From an optimization exercise on the open Yosys and OpenROAD flow, aimed at small area; shortcuts taken in it are not production practice.
Only simulation tests tie the RTL to the original design; equivalence was not proved.
No activity file was given, so power comes from the tool's default toggle rates.

Design id_stage_top, start of the top module:
module id_stage_top (
    input  logic        CLK,
    input  logic        RST,
    input  logic [31:0] fetch_pc1,
    input  logic [31:0] fetch_pc2,
    input  logic [31:0] fetch_inst1,
    input  logic [31:0] fetch_inst2,
    input  logic [31:0] clr_w_mask,
    input  logic        ex_set_pc,
    input  logic [31:0] ex_pc,
    output logic [31:0] ctrl1,
    output logic [31:0] ctrl2,
    output logic        id_set_pc,
    output logic [31:0] id_pc
);
For scale: ~120 flip-flops, about 290 I/O pins, ~7700 sq um of cells after synthesis.
clock: 5.5 ns
lec_check: 0
cap_margin: 20
core_margin: 2
core_utilization: 60
slew_margin: 20
standard.sh (not shown) runs the stock make flow with config.mk's settings and CLKGATE_MAP_FILE= SYNTH_SCRIPT=/design/flow/synth_recipe.tcl, a recipe that flattens the netlist after the stock synthesis.
==> flow/flow/run.sh <==
#!/bin/bash
# The standard layout (standard.sh) with these changes:
#  - synthesis: synth_recipe.tcl unchanged, except that ABC maps with the
#    area-oriented script flow/abc.script instead of ORFS's speed script;
#  - port buffers: the smallest buffer (buf_1) instead of buffer_ports' pick;
#  - clock tree: clkbuf_4 buffers, clusters of at most 12 sinks, no dummy loads;
#  - power recovery (downsizing off the critical paths) after global routing.
set -euo pipefail
here=$(pwd)
{
  echo 'proc abc {args} {'
  echo '  set i [lsearch $args -script]'
  echo "  if {\$i >= 0} { lset args [expr {\$i + 1}] $here/flow/abc.script }"
  echo '  yosys abc {*}$args'
  echo '}'
  cat synth_recipe.tcl
} > own_synth.tcl
sed "s|SYNTH_SCRIPT=[^ ]*|SYNTH_SCRIPT=$here/own_synth.tcl|" standard.sh > own_standard.sh
grep -q "SYNTH_SCRIPT=$here/own_synth.tcl" own_standard.sh
export BUFFER_PORTS_ARGS="-buffer_cell sky130_fd_sc_hd__buf_1"
export CTS_ARGS="-sink_clustering_enable -repair_clock_nets -buf_list sky130_fd_sc_hd__clkbuf_4 -sink_clustering_size 12 -dont_use_dummy_load"
export RECOVER_POWER=100
bash own_standard.sh > standard.log 2>&1
==> flow/flow/abc.script <==
&get -n
&st
&dch
&nf -R 1000
&st
&syn2
&if -g -K 6
&synch2
&nf -R 1000
&st
&dch
&nf -R 1000
&put
The first run completed and failed the layout checks on max-capacitance violations, max-slew violations.
Rerun with:
--- a/flow/flow/run.sh
+++ b/flow/flow/run.sh
@@ -7 +6,0 @@
-#  - power recovery (downsizing off the critical paths) after global routing.
@@ -22 +21 @@
-export RECOVER_POWER=100
+export REMOVE_ABC_BUFFERS=1
==> flow/flow/abc.script (replaced) <==
strash
dch
amap
topo
--- a/flow/config.mk
+++ b/flow/config.mk
@@ -10 +10,2 @@
-export CORE_UTILIZATION = 60
+export CORE_UTILIZATION = 50
+export GPL_TIMING_DRIVEN = 0
Outcome:
- The changed run completed without violations
- setup slack gets worse by 160 ps
- total power increases by 2.2%
- flip-flop and latch count is unchanged
- via count rises by 16%
- register-to-register slack gets worse by 160 ps
- global-route usage goes up by 0.36 points
- cell area came out lower by 3.5%
- fmax falls by 3.1%
- final cell count rose by 3.4%
Rerun with:
--- a/flow/flow/run.sh
+++ b/flow/flow/run.sh
@@ -21 +20,0 @@
-export REMOVE_ABC_BUFFERS=1
==> flow/flow/abc.script (replaced) <==
&get -n
&st
&dch
&nf -R 1000
&st
&syn2
&if -g -K 6
&synch2
&nf -R 1000
&st
&dch
&nf -R 1000
&put
--- a/flow/config.mk
+++ b/flow/config.mk
@@ -10,2 +10 @@
-export CORE_UTILIZATION = 50
-export GPL_TIMING_DRIVEN = 0
+export CORE_UTILIZATION = 60
After rerunning: Non-clock buffer count went up by 26; wire length went down by 17%; sequential share of layout area went down by 1.2 points; final area went up by 4.1%; sequential cell count stays the same; combinational power went down by 9.6%; clock-buffer cell count stays the same; core utilization went up by 12 points; maximum frequency went up by 7.6%; global-route usage went down by 0.36 points; worst setup slack gains 360 ps.
Rerun with:
==> flow/flow/run.sh (replaced) <==
#!/bin/bash
set -euo pipefail
export BUFFER_PORTS_ARGS="-buffer_cell sky130_fd_sc_hd__buf_1"
bash standard.sh > standard.log 2>&1
--- a/flow/config.mk
+++ b/flow/config.mk
@@ -10,0 +11 @@
+export CTS_BUF_LIST = sky130_fd_sc_hd__clkbuf_4
removed: flow/flow/abc.script
Worst hold slack improves by 29 ps.
Synthesized cell count grows by 18%.
Via count rose by 8.8%.
Register-to-register slack gets worse by 50 ps.
Global-route usage is lower by 0.35 points.
Setup slack is worse by 54 ps.
Combinational power grows by 11%.
Clock skew drops by 30 ps.
Total power is higher by 16%.
Wire length is higher by about 16%.
Fmax is lower by 1.1%.

what the ideal ports hide:
The results above use ideal ports. As a check the final layouts listed here were re-extracted and re-timed, cells and wires unchanged.
Step 1: set_driving_cell puts a clkbuf_16 on CLK and a buf_2 on each other input, an assumption about the parent block.
Step 2 moves the port delays by t, midway between the first and last clock arrival at a register: inputs arrive t later, outputs are due t later. That takes back most of the time a late clock gives input paths.
Slacks: ideal / step 1 / step 2; pairs: ideal / step 1.
run | t, ns | setup slack, ns | hold slack, ns | latest minus earliest clock arrival (ns) | worst data-port slew with drivers (ns)
the first run | 0.555 | 0.548 / 0.548 / 0.356 | 0.415 / 0.415 / 0.415 | 0.045 / 0.045 | 0.06
the second run | 0.557 | 0.392 / 0.392 / -0.061 | 0.424 / 0.424 / 0.424 | 0.047 / 0.046 | 0.07
the third run | 0.556 | 0.752 / 0.752 / 0.408 | 0.414 / 0.414 / 0.414 | 0.045 / 0.045 | 0.06
the fourth run | 0.585 | 0.698 / 0.698 / 0.455 | 0.443 / 0.443 / 0.443 | 0.015 / 0.015 | 0.06
With both steps, setup timing fails in the second run, where it was met with ideal ports. For the second run, which loses most, drivers alone change the setup slack by 0.000 ns; drivers and shift together by -0.453 ns.
